Background: an optimization exercise with open tools, aiming at a short achievable clock period and few clock cycles. Do not read the settings as production practice.
RTL that was checked went through simulation tests only; none was proved equivalent to the original.
The RTL of run 1 was laid out without a check of its function.

### design/flow/config.mk
export PLATFORM = sky130hd
export DESIGN_NAME = muldiv_sequencer
export DESIGN_NICKNAME = muldiv_sequencer
export VERILOG_FILES = /design/flow/design.v
export SDC_FILE = /design/flow/constraint.sdc
export NUM_CORES = 4
export LEC_CHECK = 0
export CAP_MARGIN = 20
export CORE_MARGIN = 2
export CORE_UTILIZATION = 40
export SETUP_SLACK_MARGIN = 5
export SLEW_MARGIN = 20
export TNS_END_PERCENT = 100
### design/flow/constraint.sdc
create_clock -name core_clock -period 12.0 [get_ports {clk}]
set_input_delay 2.4000 -clock core_clock [delete_from_list [all_inputs] [get_ports {clk}]]
set_output_delay 2.4000 -clock core_clock [all_outputs]
set_load 0.01 [all_outputs]
### design/flow/design.v
package muldiv_pkg;
  typedef enum logic [2:0] {
    OP_MUL    = 3'b000,
    OP_MULH   = 3'b001,
    OP_MULHSU = 3'b010,
    OP_MULHU  = 3'b011,
    OP_DIV    = 3'b100,
    OP_DIVU   = 3'b101,
    OP_REM    = 3'b110,
    OP_REMU   = 3'b111
  } op_e;
  typedef logic [1:0] state_t;
  localparam logic [1:0] ST_IDLE     = 2'd0;
  localparam logic [1:0] ST_MUL_WAIT = 2'd1;
  localparam logic [1:0] ST_DIV_ITER = 2'd2;
  localparam logic [1:0] ST_DONE     = 2'd3;
  localparam int unsigned DIV_ITERATIONS = 32;
  localparam int unsigned CNT_W          = 5;
  localparam int unsigned REM_W          = 33;
  localparam logic [31:0] DIV0_QUOTIENT = 32'hFFFF_FFFF;
  localparam logic [31:0] INT_MIN       = 32'h8000_0000;
endpackage
module muldiv_div_step (
  input  logic [31:0] rem_i,
  input  logic [2:0]  bits_i,
  input  logic [34:0] m1_i,
  input  logic [34:0] m2_i,
  input  logic [34:0] m3_i,
  input  logic [34:0] m4_i,
  input  logic [34:0] m5_i,
  input  logic [34:0] m6_i,
  input  logic [34:0] m7_i,
  output logic [31:0] rem_o,
  output logic [31:0] nrem_o,
  output logic [2:0]  q_o
);
  logic [34:0] w;
  logic [35:0] d1, d2, d3, d4, d5, d6, d7;
  logic [31:0] n0, n1, n2, n3, n4, n5, n6, n7;
  logic        g1, g2, g3, g4, g5, g6, g7;
  logic        s0, s1, s2, s3, s4, s5, s6, s7;
  assign w  = {rem_i, bits_i};
  assign d1 = {1'b0, w} - {1'b0, m1_i};
  assign d2 = {1'b0, w} - {1'b0, m2_i};
  assign d3 = {1'b0, w} - {1'b0, m3_i};
  assign d4 = {1'b0, w} - {1'b0, m4_i};
  assign d5 = {1'b0, w} - {1'b0, m5_i};
  assign d6 = {1'b0, w} - {1'b0, m6_i};
  assign d7 = {1'b0, w} - {1'b0, m7_i};
  assign n0 = 32'd0 - w[31:0];
  assign n1 = m1_i[31:0] - w[31:0];
  assign n2 = m2_i[31:0] - w[31:0];
  assign n3 = m3_i[31:0] - w[31:0];
  assign n4 = m4_i[31:0] - w[31:0];
  assign n5 = m5_i[31:0] - w[31:0];
  assign n6 = m6_i[31:0] - w[31:0];
  assign n7 = m7_i[31:0] - w[31:0];
  assign g1 = ~d1[35];
  assign g2 = ~d2[35];
  assign g3 = ~d3[35];
  assign g4 = ~d4[35];
  assign g5 = ~d5[35];
  assign g6 = ~d6[35];
  assign g7 = ~d7[35];
  assign s0 = ~g1;
  assign s1 = g1 & ~g2;
  assign s2 = g2 & ~g3;
  assign s3 = g3 & ~g4;
  assign s4 = g4 & ~g5;
  assign s5 = g5 & ~g6;
  assign s6 = g6 & ~g7;
  assign s7 = g7;
  assign q_o = {g4, g6 | s2 | s3, s7 | s5 | s3 | s1};
  assign rem_o  = ({32{s0}} & w[31:0])  | ({32{s1}} & d1[31:0]) |
                  ({32{s2}} & d2[31:0]) | ({32{s3}} & d3[31:0]) |
                  ({32{s4}} & d4[31:0]) | ({32{s5}} & d5[31:0]) |
                  ({32{s6}} & d6[31:0]) | ({32{s7}} & d7[31:0]);
  assign nrem_o = ({32{s0}} & n0) | ({32{s1}} & n1) | ({32{s2}} & n2) | ({32{s3}} & n3) |
                  ({32{s4}} & n4) | ({32{s5}} & n5) | ({32{s6}} & n6) | ({32{s7}} & n7);
endmodule
module muldiv_mul_pp (
  input  logic [32:0]       a_i,
  input  logic [32:0]       b_i,
  output logic [18*64-1:0]  rows_o
);
  localparam logic [63:0] SIGN_K = 64'hAAAA_AAAC_0000_0000;
  logic [34:0] bx;
  logic [16:0] neg;
  assign bx = {b_i[32], b_i, 1'b0};
  genvar i;
  generate
    for (i = 0; i < 17; i = i + 1) begin : g_pp
      logic        one, two;
      logic [33:0] mag, pp;
      logic [63:0] row;
      assign one    = bx[2*i+1] ^ bx[2*i];
      assign two    = (bx[2*i+2] & ~bx[2*i+1] & ~bx[2*i]) | (~bx[2*i+2] & bx[2*i+1] & bx[2*i]);
      assign neg[i] = bx[2*i+2] & ~(bx[2*i+1] & bx[2*i]);
      assign mag    = ({34{one}} & {a_i[32], a_i}) | ({34{two}} & {a_i, 1'b0});
      assign pp     = mag ^ {34{neg[i]}};
      if (i == 0) begin : g_first
        assign row = {29'd0, ~pp[33], pp};
      end else begin : g_rest
        wire [127:0] wide = ({93'd0, ~pp[33], pp} << (2*i)) | ({127'd0, neg[i-1]} << (2*i-2));
        assign row = wide[63:0];
      end
      assign rows_o[i*64 +: 64] = row;
    end
  endgenerate
  assign rows_o[17*64 +: 64] = SIGN_K | {31'd0, neg[16], 32'd0};
endmodule
module muldiv_csa #(
  parameter int N = 3
) (
  input  logic [N*64-1:0]                   rows_i,
  output logic [(2*(N/3) + N%3)*64-1:0]     rows_o
);
  genvar g;
  generate
    for (g = 0; g < N/3; g = g + 1) begin : g_fa
      logic [63:0] x, y, z;
      assign x = rows_i[(3*g)*64 +: 64];
      assign y = rows_i[(3*g+1)*64 +: 64];
      assign z = rows_i[(3*g+2)*64 +: 64];
      assign rows_o[(2*g)*64 +: 64]   = x ^ y ^ z;
      assign rows_o[(2*g+1)*64 +: 64] = {((x[62:0] & y[62:0]) | (x[62:0] & z[62:0]) | (y[62:0] & z[62:0])), 1'b0};
    end
    for (g = 0; g < N%3; g = g + 1) begin : g_pass
      assign rows_o[(2*(N/3)+g)*64 +: 64] = rows_i[(3*(N/3)+g)*64 +: 64];
    end
  endgenerate
endmodule
import muldiv_pkg::*;
module muldiv_sequencer #(
  parameter int unsigned MUL_LATENCY = 3,
  parameter int unsigned XLEN        = 32
) (
  input  logic            clk,
  input  logic            rst_n,
  input  logic            start,
  input  logic [2:0]      funct3,
  input  logic [XLEN-1:0] rs1_val,
  input  logic [XLEN-1:0] rs2_val,
  input  logic            kill,
  output logic            stall,
  output logic            busy,
  output logic            done,
  output logic [XLEN-1:0] result
);
  function logic [5:0] clz32(input logic [31:0] x);
    integer k;
    begin
      clz32 = 6'd32;
      for (k = 0; k < 32; k = k + 1)
        if (x[k]) clz32 = 31 - k;
    end
  endfunction
  function logic lowmask32(input logic [31:0] x);
    logic [31:0] sm;
    integer k;
    begin
      sm[31] = x[31];
      for (k = 30; k >= 0; k = k - 1)
        sm[k] = sm[k+1] | x[k];
      lowmask32 = (sm == x);
    end
  endfunction
  logic        busy_q;
  logic [31:0] held_q;
  logic        mul_q;
  logic [1:0]  op_q;
  logic        dz_q;
  logic        qneg_q, rneg_q;
  logic [31:0] a_q;
  logic [2:0]  cnt_q;
  logic [31:0] rem_q, quo_q, quom_q;
  logic [32:0] win_q;
  logic [31:0] m1_q;
  logic [33:0] m3_q;
  logic [34:0] m5_q, m7_q;
  logic [4*64-1:0] mrow_q;
  logic        accept;
  logic        a_sext, b_sext;
  logic [18*64-1:0] pp_rows;
  logic [12*64-1:0] r12;
  logic [8*64-1:0]  r8;
  logic [6*64-1:0]  r6;
  logic [4*64-1:0]  r4;
  logic        sgn, an, bn, dz;
  logic [31:0] abs_a, abs_b;
  logic [5:0]  za, zb;
  logic signed [7:0] nq;
  logic [2:0]  cnt0;
  logic [31:0] rem0;
  logic [32:0] win0;
  logic [33:0] m3_0;
  logic [34:0] m5_0, m7_0;
  assign accept = start & ~kill & ~busy_q;
  assign a_sext = (funct3[1:0] != 2'b11);
  assign b_sext = ~funct3[1];
  muldiv_mul_pp u_pp (
    .a_i    ({a_sext & rs1_val[31], rs1_val}),
    .b_i    ({b_sext & rs2_val[31], rs2_val}),
    .rows_o (pp_rows)
  );
  muldiv_csa #(.N(18)) u_csa1 (.rows_i(pp_rows), .rows_o(r12));
  muldiv_csa #(.N(12)) u_csa2 (.rows_i(r12),     .rows_o(r8));
  muldiv_csa #(.N(8))  u_csa3 (.rows_i(r8),      .rows_o(r6));
  muldiv_csa #(.N(6))  u_csa4 (.rows_i(r6),      .rows_o(r4));
  assign sgn   = ~funct3[0];
  assign an    = sgn & rs1_val[31];
  assign bn    = sgn & rs2_val[31];
  assign dz    = (rs2_val == 32'd0);
  assign abs_a = an ? (~rs1_val + 32'd1) : rs1_val;
  assign abs_b = bn ? (~rs2_val + 32'd1) : rs2_val;
  assign za    = an ? (clz32(~rs1_val) - {5'd0, lowmask32(~rs1_val)}) : clz32(rs1_val);
  assign zb    = bn ? (clz32(~rs2_val) - {5'd0, lowmask32(~rs2_val)}) : clz32(rs2_val);
  assign nq    = $signed({2'b00, zb}) - $signed({2'b00, za}) + 8'sd1;
  always_comb begin
    if      (nq <= 8'sd3)  cnt0 = 3'd0;
    else if (nq <= 8'sd9)  cnt0 = 3'd1;
    else if (nq <= 8'sd15) cnt0 = 3'd2;
    else if (nq <= 8'sd21) cnt0 = 3'd3;
    else if (nq <= 8'sd27) cnt0 = 3'd4;
    else                   cnt0 = 3'd5;
  end
  always_comb begin
    case (cnt0)
      3'd0:    begin rem0 = {3'd0,  abs_a[31:3]};  win0 = {abs_a[2:0],  30'd0}; end
      3'd1:    begin rem0 = {9'd0,  abs_a[31:9]};  win0 = {abs_a[8:0],  24'd0}; end
      3'd2:    begin rem0 = {15'd0, abs_a[31:15]}; win0 = {abs_a[14:0], 18'd0}; end
      3'd3:    begin rem0 = {21'd0, abs_a[31:21]}; win0 = {abs_a[20:0], 12'd0}; end
      3'd4:    begin rem0 = {27'd0, abs_a[31:27]}; win0 = {abs_a[26:0], 6'd0};  end
      default: begin rem0 = 32'd0;                 win0 = {1'b0, abs_a};        end
    endcase
  end
  assign m3_0 = {2'b00, abs_b} + {1'b0, abs_b, 1'b0};
  assign m5_0 = {3'b000, abs_b} + {1'b0, abs_b, 2'b00};
  assign m7_0 = {abs_b, 3'b000} - {3'b000, abs_b};
  logic        done_c;
  logic [34:0] m1, m2, m3, m4, m5, m6, m7;
  logic [3*64-1:0] r3;
  logic [2*64-1:0] r2;
  logic [63:0] prod;
  logic [31:0] res_mul, res_div, res_c;
  assign done_c = busy_q & (mul_q | dz_q | (cnt_q == 3'd0));
  muldiv_csa #(.N(4)) u_csa5 (.rows_i(mrow_q), .rows_o(r3));
  muldiv_csa #(.N(3)) u_csa6 (.rows_i(r3),     .rows_o(r2));
  assign prod    = r2[63:0] + r2[127:64];
  assign res_mul = (op_q == 2'b00) ? prod[31:0] : prod[63:32];
  assign m1 = {3'd0, m1_q};
  assign m2 = {2'd0, m1_q, 1'b0};
  assign m3 = {1'b0, m3_q};
  assign m4 = {1'b0, m1_q, 2'b00};
  assign m5 = m5_q;
  assign m6 = {m3_q, 1'b0};
  assign m7 = m7_q;
  logic [31:0] it_r1, it_r2, it_n1, it_n2;
  logic [2:0]  it_d1, it_d2;
  logic [31:0] it_q1, it_qm1, it_q2, it_qm2;
  muldiv_div_step u_it1 (
    .rem_i (rem_q), .bits_i (win_q[32:30]),
    .m1_i (m1), .m2_i (m2), .m3_i (m3), .m4_i (m4), .m5_i (m5), .m6_i (m6), .m7_i (m7),
    .rem_o (it_r1), .nrem_o (it_n1), .q_o (it_d1)
  );
  muldiv_div_step u_it2 (
    .rem_i (it_r1), .bits_i (win_q[29:27]),
    .m1_i (m1), .m2_i (m2), .m3_i (m3), .m4_i (m4), .m5_i (m5), .m6_i (m6), .m7_i (m7),
    .rem_o (it_r2), .nrem_o (it_n2), .q_o (it_d2)
  );
  assign it_q1  = {quo_q[28:0], it_d1};
  assign it_qm1 = (it_d1 != 3'd0) ? {quo_q[28:0], it_d1 - 3'd1} : {quom_q[28:0], 3'b111};
  assign it_q2  = {it_q1[28:0], it_d2};
  assign it_qm2 = (it_d2 != 3'd0) ? {it_q1[28:0], it_d2 - 3'd1} : {it_qm1[28:0], 3'b111};
  logic [31:0] fin_r, fin_n, fin_q, fin_qm;
  logic [2:0]  fin_d;
  muldiv_div_step u_fin (
    .rem_i (rem_q), .bits_i (win_q[32:30]),
    .m1_i (m1), .m2_i (m2), .m3_i (m3), .m4_i (m4), .m5_i (m5), .m6_i (m6), .m7_i (m7),
    .rem_o (fin_r), .nrem_o (fin_n), .q_o (fin_d)
  );
  assign fin_q  = {quo_q[28:0], fin_d};
  assign fin_qm = (fin_d != 3'd0) ? {quo_q[28:0], fin_d - 3'd1} : {quom_q[28:0], 3'b111};
  always_comb begin
    if (dz_q)
      res_div = op_q[1] ? a_q : DIV0_QUOTIENT;
    else if (op_q[1])
      res_div = rneg_q ? fin_n : fin_r;
    else
      res_div = qneg_q ? ~fin_qm : fin_q;
  end
  assign res_c = mul_q ? res_mul : res_div;
  always_ff @(posedge clk or negedge rst_n) begin
    if (!rst_n) begin
      busy_q <= 1'b0;
      held_q <= '0;
    end else if (!busy_q) begin
      busy_q <= accept;
    end else if (done_c) begin
      busy_q <= 1'b0;
      held_q <= res_c;
    end else if (kill) begin
      busy_q <= 1'b0;
    end
  end
  always_ff @(posedge clk) begin
    if (!busy_q) begin
      mul_q  <= ~funct3[2];
      op_q   <= funct3[1:0];
      dz_q   <= dz;
      qneg_q <= an ^ bn;
      rneg_q <= an;
      a_q    <= rs1_val;
      cnt_q  <= cnt0;
      rem_q  <= rem0;
      win_q  <= win0;
      quo_q  <= 32'd0;
      quom_q <= 32'hFFFF_FFFF;
      m1_q   <= abs_b;
      m3_q   <= m3_0;
      m5_q   <= m5_0;
      m7_q   <= m7_0;
      mrow_q <= r4;
    end else begin
      rem_q  <= it_r2;
      win_q  <= {win_q[26:0], 6'd0};
      quo_q  <= it_q2;
      quom_q <= it_qm2;
      cnt_q  <= cnt_q - 3'd1;
    end
  end
  assign stall  = busy_q ? (~done_c & ~kill) : (start & ~kill);
  assign busy   = busy_q;
  assign done   = done_c;
  assign result = done_c ? res_c : held_q;
endmodule
### design/flow/run.sh
#!/bin/bash
# synth_recipe.tcl (not shown) runs the flow's synth.tcl, then flattens the netlist and writes it again
# the make line also repeats each setting of config.mk as NAME=value (left out here)
make -C /OpenROAD-flow-scripts/flow DESIGN_CONFIG=/design/flow/config.mk WORK_HOME=/design/flow/orfs CLKGATE_MAP_FILE= SYNTH_SCRIPT=/design/flow/synth_recipe.tcl finish
==> results of run 1 <==
[worst max-delay path, stage by stage (launching register included)]
cell and delay (ns):
sky130_fd_sc_hd__dfxtp_4 0.39, sky130_fd_sc_hd__inv_1 0.15, sky130_fd_sc_hd__buf_6 0.24, sky130_fd_sc_hd__ha_4 0.26, sky130_fd_sc_hd__nand2_4 0.16, sky130_fd_sc_hd__nor4_4 0.08
sky130_fd_sc_hd__buf_4 0.15, sky130_fd_sc_hd__a221oi_4 0.34, sky130_fd_sc_hd__nand2_2 0.15, sky130_fd_sc_hd__o211ai_1 0.34, sky130_fd_sc_hd__and2_4 0.26, sky130_fd_sc_hd__nor3_4 0.06
sky130_fd_sc_hd__buf_12 0.15, sky130_fd_sc_hd__buf_12 0.13, sky130_fd_sc_hd__buf_12 0.14, sky130_fd_sc_hd__a222oi_1 0.33, sky130_fd_sc_hd__o2111ai_1 0.16, sky130_fd_sc_hd__a21o_1 0.26
sky130_fd_sc_hd__buf_6 0.15, sky130_fd_sc_hd__o211ai_1 0.44, sky130_fd_sc_hd__buf_6 0.25, sky130_fd_sc_hd__a311o_1 0.29, sky130_fd_sc_hd__a31oi_2 0.13, sky130_fd_sc_hd__buf_4 0.23
[final timing paths]
path,from,end,slack [ns],cells past startpoint
max in group asynchronous,rst_n,busy_q,9.47,1
hold reg to reg,win_q[4],win_q[10],0.43,2
min in group asynchronous,rst_n,held_q[18],1.82,1
setup reg to reg,rem_q[20],rem_q[0],3.81,39
hold / removal,win_q[4],win_q[10],0.43,2
setup / recovery,rem_q[20],result[6],3.57,23
[cell families (layout without fill, tap and decap cells)]
logic type      Yosys count  after routing  share of synthesized area, %
compound gates         3619           3621                          27.0
xor+xnor               1310           1310                          12.7
fa+ha+maj              1518           1518                          25.1
buf+inv                1568           2085                          6.60
flops                   521            521                          15.7
mux                      84             84                         0.953
other cells               0             15                             0
simple gates           2253           2257                          11.9
[flip-flops by register name, summed over array words and instances (netlist names), 2 cells and up]
name    count
mrow_q    193
m3_q       33
m5_q       33
m7_q       33
win_q      33
a_q        32
held_q     32
m1_q       32
rem_q      32
quo_q      29
quom_q     29
cnt_q       3
op_q        2
[final cells by class]
cell class / count / area, um^2
diodes: 15 / 37.5
clock inverters: 39 / 400
repair buffers: 1073 / 10200
well taps: 2992 / 3740
flip-flops and latches: 521 / 14300
clock buffers: 91 / 1940
inverters: 882 / 3570
fillers: 21100 / 113000
multi-input cells: 8790 / 77800
[what timing repair did]
item | CTS | global route
hold endpoints to repair | 0 | 0
cloned | 18 | 5
pin swaps | 359 | 270
setup endpoints to repair | 214 | 211
setup buffers | 506 | 178
gates resized for setup | 1404 | 419
[placed cells by master (no fill, tap or decap), types with 84 or more instances in the layout]
cell,synthesis,final
sky130_fd_sc_hd__nor3_1,147,119
sky130_fd_sc_hd__buf_4,2,690
sky130_fd_sc_hd__o21ai_0,571,427
sky130_fd_sc_hd__ha_1,1026,846
sky130_fd_sc_hd__o211ai_1,92,92
sky130_fd_sc_hd__xnor2_1,631,594
sky130_fd_sc_hd__a22oi_1,557,547
sky130_fd_sc_hd__o21a_1,117,116
sky130_fd_sc_hd__nand3_1,164,142
sky130_fd_sc_hd__fa_1,492,482
sky130_fd_sc_hd__o21bai_1,120,118
sky130_fd_sc_hd__a31oi_1,136,101
sky130_fd_sc_hd__a21oi_1,786,692
sky130_fd_sc_hd__inv_1,874,798
sky130_fd_sc_hd__xor2_1,679,668
sky130_fd_sc_hd__nand2_1,644,606
sky130_fd_sc_hd__edfxtp_1,362,362
sky130_fd_sc_hd__nor2_1,617,576
sky130_fd_sc_hd__a21o_1,395,390
sky130_fd_sc_hd__nor2b_1,99,92
sky130_fd_sc_hd__dfxtp_1,126,100
sky130_fd_sc_hd__and2_1,92,84
sky130_fd_sc_hd__ha_4,0,97
sky130_fd_sc_hd__buf_6,2,173
[metrics by stage]
step / setup slack, ns / area (um^2) / hold WS (ns)
finish: 3.57 / 112000 / 0.432
global route: 3.59 / 112000 / 0.446
CTS: 3.60 / 108000 / 0.433
detailed placement: 0.904 / 95800 / 0.419
global placement: 0.754 / 95600 / 0.418
floorplan: 4.53 / 91600 / 0.406
[per-layer routing]
layer / vias up / part of all wire [%]
li1: 40200 / -
met1: 46400 / 36
met2: 6082 / 43
met3: 1839 / 10
met4: 18 / 10
met5: - / 0.025
==> summary.txt, run 1 <==
- Routability-driven placement finished with a final weighted congestion of between 1 and 1.5.
- The post-route non-filler standard cell count is 14400.
- The worst slew margin relative to its limit is approximately 17%.
- The largest net degree at the start of global routing is about 140.
- In this run the number of H-tree levels came out at 3.
- The number of slew-limit violations in the final report is 0.
- The number of detailed-routing iterations run before antenna repair is 9.
- The worst min-delay path category is flip-flop to flip-flop.
- The via count of the first global-routing pass is 93100.
- The part of the Yosys area used for sequential elements is ~16%.
- The worst setup path is of the flip-flop to output pin kind.
- During I/O placement, the number of pins put on the boundary was 106.
- The final period demand of the worst path is approximately 8.4 ns.
- The initial core utilization is around two fifths.
- After layout, the worst path uses ~70% of the clock period.
- The mapped netlist covers 90400 um^2.
- Static timing analysis puts the maximum clock frequency at roughly 120 MHz.
- Setup repair after global routing could not meet its margin everywhere.
- STA puts the critical path data arrival time at a little over 6 ns.
- Clock tree synthesis inserted a total of 70 buffers.
- The synthesis-to-finish area growth is 24.0%.
- The type of element capturing the critical path is an output pin.
- The wire length of the first global-routing pass is roughly 690000 um.
- After the first detailed-routing iteration, the DRC count stood at around 11000.
- The overall die width is approximately 480 um.
- By area the synthesized netlist is led by sky130_fd_sc_hd__ha_1 14%, sky130_fd_sc_hd__edfxtp_1 12%, sky130_fd_sc_hd__fa_1 11%.
- The synthesized design spends more area on one cell type than any other, namely sky130_fd_sc_hd__ha_1.
- The clock-pin slew of the registers on the worst-case setup and hold paths is roughly 0.070 ns.
- The number of register bits inferred by synthesis is approximately 520.
- The final HPWL from detailed placement is between 300000 and 400000 um.
- The total of warnings raised by yosys is 1.
- The via-per-instance ratio is 6.56.
- In the synthesized netlist, the number of instances is ~11000.
- The post-synthesis cell type count is about 100.
- The clock drives approximately 520 sinks.
- The total track usage is about two fifths.
- The final routed wire length divided by cell count is around 34 um.
- STA classifies the critical path startpoint as a flip-flop.
- In the global route stage, met1 resource usage came out at just under 50%.
- The final-report hold violation count is 0.
- The required time reported for the critical path endpoint is ~9.6 ns.
- The most instantiated library cell after synthesis is sky130_fd_sc_hd__ha_1.
- The core outline area is approximately 220000 um^2.
- The actual transition at the worst max-transition pin is roughly 1.2 ns.
- Summed over all failing endpoints, the final setup total negative slack is 0 ns.
- The met2 track utilization from global routing is ~64%.
- The height of the die is between 400 and 500 um.
- The number of nets in the synthesized netlist is around 12000.
- The number of synthesized flops with an enable pin is about 360.
- The total number of placement rows is 174.
- The count of input and output buffers is about 110.
- The flow ran to the end and the layout has no timing, DRC or antenna violations.
- The clock root buffer master is sky130_fd_sc_hd__clkbuf_16.
- The number of max-cap violations is 0.
- In this run, placement finished with an instance count of around 14000.
- The floorplan step defined a die boundary enclosing approximately 230000 um^2.
- The count of nets after finishing is 12900.
- The insertion delay to the later sink of the worst-skew pair is roughly 0.76 ns.
- The global routing's busiest layer is met2.
- Across the routed clock network, the largest skew measured is 0.0725 ns.
- The maximum fanout encountered on the critical timing path is 7.
- The residual overflow from global routing is 0.
- For this run, global-route usage on met3 was measured as about 10%.
- Setup violations remaining at the end of the flow were counted as 0.
- The maximum buffer depth of the clock tree is 3.
- Cells with a size suffix above 1 make up around 21% of the layout.
- Hold repair after CTS inserted 0 buffers.
- The mean instance size in the synthesized netlist is 8.31 um^2.
- After detailed routing, the total wire length is 496000 um.
- By count the netlist is led by 1026 x sky130_fd_sc_hd__ha_1, 874 x sky130_fd_sc_hd__inv_1, 786 x sky130_fd_sc_hd__a21oi_1.
- The routed via count is 94500.
- Cells fill around 50% of the core in the end.
- The count of nets left with antenna violations once routing finished came out at 0.
- The initial antenna violation count was 37.
- In the synthesized netlist the dominant register cell turns out to be sky130_fd_sc_hd__edfxtp_1.
- The share of synthesized area in the top cell type comes to 14.2%.
- The share of async-settable or async-resettable flops after synthesis is about 6.3%.
- The TritonCTS clock tree is yes.
- The post-route DRC violation count is 0.
==> run 2, diff against run 1 <==
--- a/design/flow/design.v
+++ b/design/flow/design.v
@@ -191,3 +191,3 @@
   logic [5:0]  za, zb;
-  logic signed [7:0] nq;
+  logic [6:0]  zb7, za7;
   logic [2:0]  cnt0;
@@ -217,10 +217,11 @@
   assign zb    = bn ? (clz32(~rs2_val) - {5'd0, lowmask32(~rs2_val)}) : clz32(rs2_val);
-  assign nq    = $signed({2'b00, zb}) - $signed({2'b00, za}) + 8'sd1;
+  assign zb7   = {1'b0, zb};
+  assign za7   = {1'b0, za};
   always_comb begin
-    if      (nq <= 8'sd3)  cnt0 = 3'd0;
-    else if (nq <= 8'sd9)  cnt0 = 3'd1;
-    else if (nq <= 8'sd15) cnt0 = 3'd2;
-    else if (nq <= 8'sd21) cnt0 = 3'd3;
-    else if (nq <= 8'sd27) cnt0 = 3'd4;
-    else                   cnt0 = 3'd5;
+    if      (zb7 <= za7 + 7'd2)  cnt0 = 3'd0;
+    else if (zb7 <= za7 + 7'd8)  cnt0 = 3'd1;
+    else if (zb7 <= za7 + 7'd14) cnt0 = 3'd2;
+    else if (zb7 <= za7 + 7'd20) cnt0 = 3'd3;
+    else if (zb7 <= za7 + 7'd26) cnt0 = 3'd4;
+    else                         cnt0 = 3'd5;
   end
==> run 2 against run 1 <==
  * Count of clock-buffer cells in the layout grew 13
  * Global-route usage up 1.7 points
  * Via count grew 0.65%
  * Wire length is 4.0% higher
  * Final cell count grew 1.3%
  * Synthesized area increased by 0.30%
  * Hold slack worse by 0.0036 ns
  * Sequential share of layout area down 0.28 points
  * Critical endpoint is now quom_q[24]
  * Largest cell class unchanged
  * Highest routed layer unchanged
==> summary.txt, run 2 <==
- The TritonCTS clock tree is yes (unchanged).
- Commonest cells in the synthesized netlist: 1054 x sky130_fd_sc_hd__ha_1, 878 x sky130_fd_sc_hd__inv_1, 856 x sky130_fd_sc_hd__a21oi_1 (was 1026 x sky130_fd_sc_hd__ha_1, 874 x sky130_fd_sc_hd__inv_1, 786 x sky130_fd_sc_hd__a21oi_1).
- The dominant cell type by area after synthesis is sky130_fd_sc_hd__ha_1 (unchanged).
- The height of the die is 480 um (was 479 um).
- The dominant register cell in the synthesized netlist is sky130_fd_sc_hd__edfxtp_1 (unchanged).
- The final-report hold violation count is 0 (unchanged).
- The required time reported for the critical path endpoint was 12.60 ns (was 9.60 ns).
- The fraction of synthesized cell area taken by the top area cell type is 14.6% (was 14.2%).
- The final routed wire length divided by cell count is 35.3 um (was 34.4 um).
- The part of the Yosys area used for sequential elements is 15.7% (about the same).
- The launching point of the worst reg2reg path is m3_q[12] (was rem_q[20]).
- The final period demand of the worst path is 8.57 ns (was 8.43 ns).
- The number of clock buffers inserted by TritonCTS is 72 (was 70).
- The via count of the first global-routing pass was 93800 (was 93100).
- The placer congestion estimate was 1.09 (was 1.10).
- The worst slew margin relative to its limit is 8.83% (was 16.8%).
- The number of slew-limit violations in the final report is 0 (unchanged).
- The most instantiated library cell after synthesis is sky130_fd_sc_hd__ha_1 (unchanged).
- The number of instances in the synthesized netlist is 10900 (about the same).
- The most flop-heavy register was mrow_q (unchanged).
- The mean instance size in the synthesized netlist came to 8.28 um^2 (was 8.31 um^2).
- The clock root buffer master is sky130_fd_sc_hd__clkbuf_16 (unchanged).
- The critical path's slowest cell is sky130_fd_sc_hd__edfxtp_1 (was sky130_fd_sc_hd__o211ai_1).
- The share of final-layout standard cells stronger than drive strength 1 was 21.9% (was 20.5%).
- The number of register bits inferred by synthesis was 521 (unchanged).
- The largest net degree at the start of global routing is 151 (was 143).
- The post-layout instance area is 114000 um^2 (was 112000 um^2).
- The H-tree level count is 3 (unchanged).
- The clock skew came to 0.0476 ns (was 0.0725 ns).
- The type of element capturing the critical path is a flip-flop (was output pin).
- The arrival time at the worst endpoint is 9.17 ns (was 6.03 ns).
- Unrepaired setup endpoints after global routing: yes (unchanged).
- The final setup violation count was 0 (unchanged).
- The number of clock sinks is 521 (unchanged).
- The initial core utilization came to 40.3% (was 40.2%).
- The count of input and output buffers is 105 (unchanged).
- The total track usage is 43.2% (was 41.5%).
- The area of placed instances is 96600 um^2 (was 95800 um^2).
- The beginning of the worst hold path is win_q[3] (was win_q[4]).
- The number of buffers inserted for hold repair after clock tree synthesis is 0 (unchanged).
- The flip-flop count of the largest register after layout came to 193 (unchanged).
- The terminating pin of the worst hold path is win_q[9] (was win_q[10]).
- Highest-count cells in the layout ignoring fill and taps: 857 x sky130_fd_sc_hd__ha_1, 790 x sky130_fd_sc_hd__inv_1, 777 x sky130_fd_sc_hd__buf_4 (was 846 x sky130_fd_sc_hd__ha_1, 798 x sky130_fd_sc_hd__inv_1, 692 x sky130_fd_sc_hd__a21oi_1).
- The worst min-delay path category is flip-flop to flip-flop (unchanged).
- The clock-pin slew of the registers on the worst-case setup and hold paths was 0.07 ns (about the same).
- The reg-to-reg setup timing slack came to 3.43 ns (was 3.81 ns).
- The initial antenna violation count is 24 (was 37).
- The total number of placement rows was 174 (unchanged).
- Leading post-synthesis cells by cell area: sky130_fd_sc_hd__ha_1 15%, sky130_fd_sc_hd__edfxtp_1 12%, sky130_fd_sc_hd__fa_1 11% (was sky130_fd_sc_hd__ha_1 14%, sky130_fd_sc_hd__edfxtp_1 12%, sky130_fd_sc_hd__fa_1 11%).
- The residual overflow from global routing is 0 (unchanged).
- The critical path startpoint category is a flip-flop (unchanged).
- The netlist area before placement is 90600 um^2 (was 90400 um^2).
- The end-of-flow core utilization was 50.9% (was 49.9%).
- The share of async-settable or async-resettable flops after synthesis came to 6.33% (unchanged).
- The core outline area is 225000 um^2 (about the same).
- The overall die width is 480 um (was 479 um).
- The category of the most critical setup path was flip-flop to flip-flop (was flip-flop to output pin).
- The full die area is 230000 um^2 (about the same).
- The instance count along the most critical hold path is 2 (unchanged).
- The wire length of the first global-routing pass was 713000 um (was 687000 um).
- The final HPWL from detailed placement is 387000 um (was 372000 um).
- The post-synthesis cell type count is 102 (was 99).
- The count of nets after finishing is 13100 (was 12900).
- The actual transition at the worst max-transition pin is 1.36 ns (was 1.24 ns).
- The most common library cell in the layout ignoring fill and taps is sky130_fd_sc_hd__ha_1 (unchanged).
- Result of the run: complete, no violations (unchanged).
- The number of max-cap violations is 0 (unchanged).
- The routed via count was 95200 (was 94500).
- The post-route DRC violation count is 0 (unchanged).
- The depth of the worst register-to-register path is 39 (unchanged).
- The synthesis-to-finish area growth is 26.3% (was 24.0%).
- The net count after synthesis is 12600 (was 12500).
- The maximum buffer depth of the clock tree was 3 (unchanged).
- The number of synthesized flops with an enable pin came to 362 (unchanged).
- The insertion delay to the later sink of the worst-skew pair came to 0.77 ns (was 0.76 ns).
- The initial DRC count is 10800 (was 11300).
- The wire length reported by the detailed router is 516000 um (was 496000 um).
- The highest achievable clock rate is 117 MHz (was 119 MHz).
- The period utilization is 71.4% (was 70.3%).
- The capturing point of the worst reg2reg path is quom_q[24] (was rem_q[0]).
- The maximum fanout encountered on the critical timing path is 6 (was 7).
- The post-detailed-route count of antenna-violating nets came to 0 (unchanged).
- The top-level port count was 106 (unchanged).
- The total of warnings raised by yosys is 1 (unchanged).
- The number of detailed-routing iterations run before antenna repair was 9 (unchanged).
- The biggest cell delay along the critical path is 0.52 ns (was 0.44 ns).
- The via-per-instance ratio came to 6.52 (was 6.56).
## run 2: worst max path at each step
stage	start	to	slack (ns)
after CTS	m1_q[1]	result[26]	3.57
after global routing	rem_q[4]	quom_q[28]	3.45
final	m3_q[12]	quom_q[24]	3.43
after floorplan	rs1_val[0]	rem_q[18]	3.79
after detailed placement	rem_q[3]	rem_q[14]	1.27
after global placement	rem_q[15]	rem_q[14]	-0.65
## run 2: layer usage
| layer | vias up | GRT usage [%] | share of wire [%] |
|---|---|---|---|
| li1 | 40500 | - | - |
| met1 | 47100 | 51.5 | 37 |
| met2 | 5905 | 67.2 | 43 |
| met3 | 1632 | 9.46 | 9.8 |
| met4 | 14 | 34.3 | 10 |
| met5 | - | 0 | 0.057 |
## run 2: cell type report
class                   instances  area, um^2
flip-flops and latches        521       14300
clock buffers                 104        2170
repair buffers               1183       11400
well taps                    2992        3740
multi-input cells            8845       78800
inverters                     891        3610
clock inverters                30         388
fillers                     21200      111000
diodes                         30        75.1
## run 2: worst max-delay path: cells and delay by family (launching register included)
kind / cells / cell delay [ns]
AOI/OAI and AO/OA: 18 / 3.99
adders and majority gates: 3 / 0.80
buffers and inverters: 12 / 2.24
DFF: 1 / 0.52
muxes: 1 / 0.16
and+or+nand+nor: 5 / 0.67
## run 2: timing repair
item | in CTS | in global routing
setup buffers | 534 | 167
pin swaps | 403 | 293
gates cloned | 18 | 2
setup endpoints to repair | 210 | 186
resized for setup | 1570 | 441
## run 2: logic make-up after synthesis
group | count (synthesis) | share of synthesized area, %
xor gates and xnor gates | 1331 | 12.9
muxes | 71 | 0.791
buffers and inverters | 1576 | 6.60
adders and majority gates | 1545 | 25.4
DFF | 521 | 15.7
and+or+nand+nor | 2261 | 11.8
AOI/OAI and AO/OA | 3636 | 26.8
## run 2: metrics by stage
stage | worst slack, ns | hold slack (ns) | TNS (ns) | cells
after floorplan | 3.79 | 0.396 | 0 | 10900
after global placement | -0.653 | 0.406 | -24.38 | 13700
after detailed placement | 1.27 | 0.409 | 0 | 13700
after CTS | 3.57 | 0.423 | 0 | 14400
after global routing | 3.45 | 0.449 | 0 | 14600
final | 3.43 | 0.429 | 0 | 14600
Testbench counts of run 2, summed over its fixed seeds: cycles 5,663.

re-timing with driven ports:
How much do the figures lean on ideal ports? The routed layouts below were timed once more, with nothing changed but the port constraints. Step 1, drivers: a clkbuf_16 drives clk and a buf_2 each remaining input, both assumed. Step 2 adds t to the input delays and takes it off the output delays; t is the mean of the earliest and latest rising clock arrival at the registers after step 1. Input paths then give back, and output paths get back, about the clock's delay inside the block. Slacks: ideal / step 1 / step 2; pairs: ideal / step 1.
run | shift t [ns] | slack for setup (ns) | worst register clock-pin slew, ns
run 1 | 0.821 | 3.566 / 3.464 / 3.654 | 0.08 / 0.08
run 2 | 0.848 | 3.430 / 3.354 / 3.048 | 0.07 / 0.07
After both steps setup and hold are still met in every run listed. The setup slack of run 2, which loses most, moves by -0.076 ns with the drivers and by -0.382 ns with both steps.
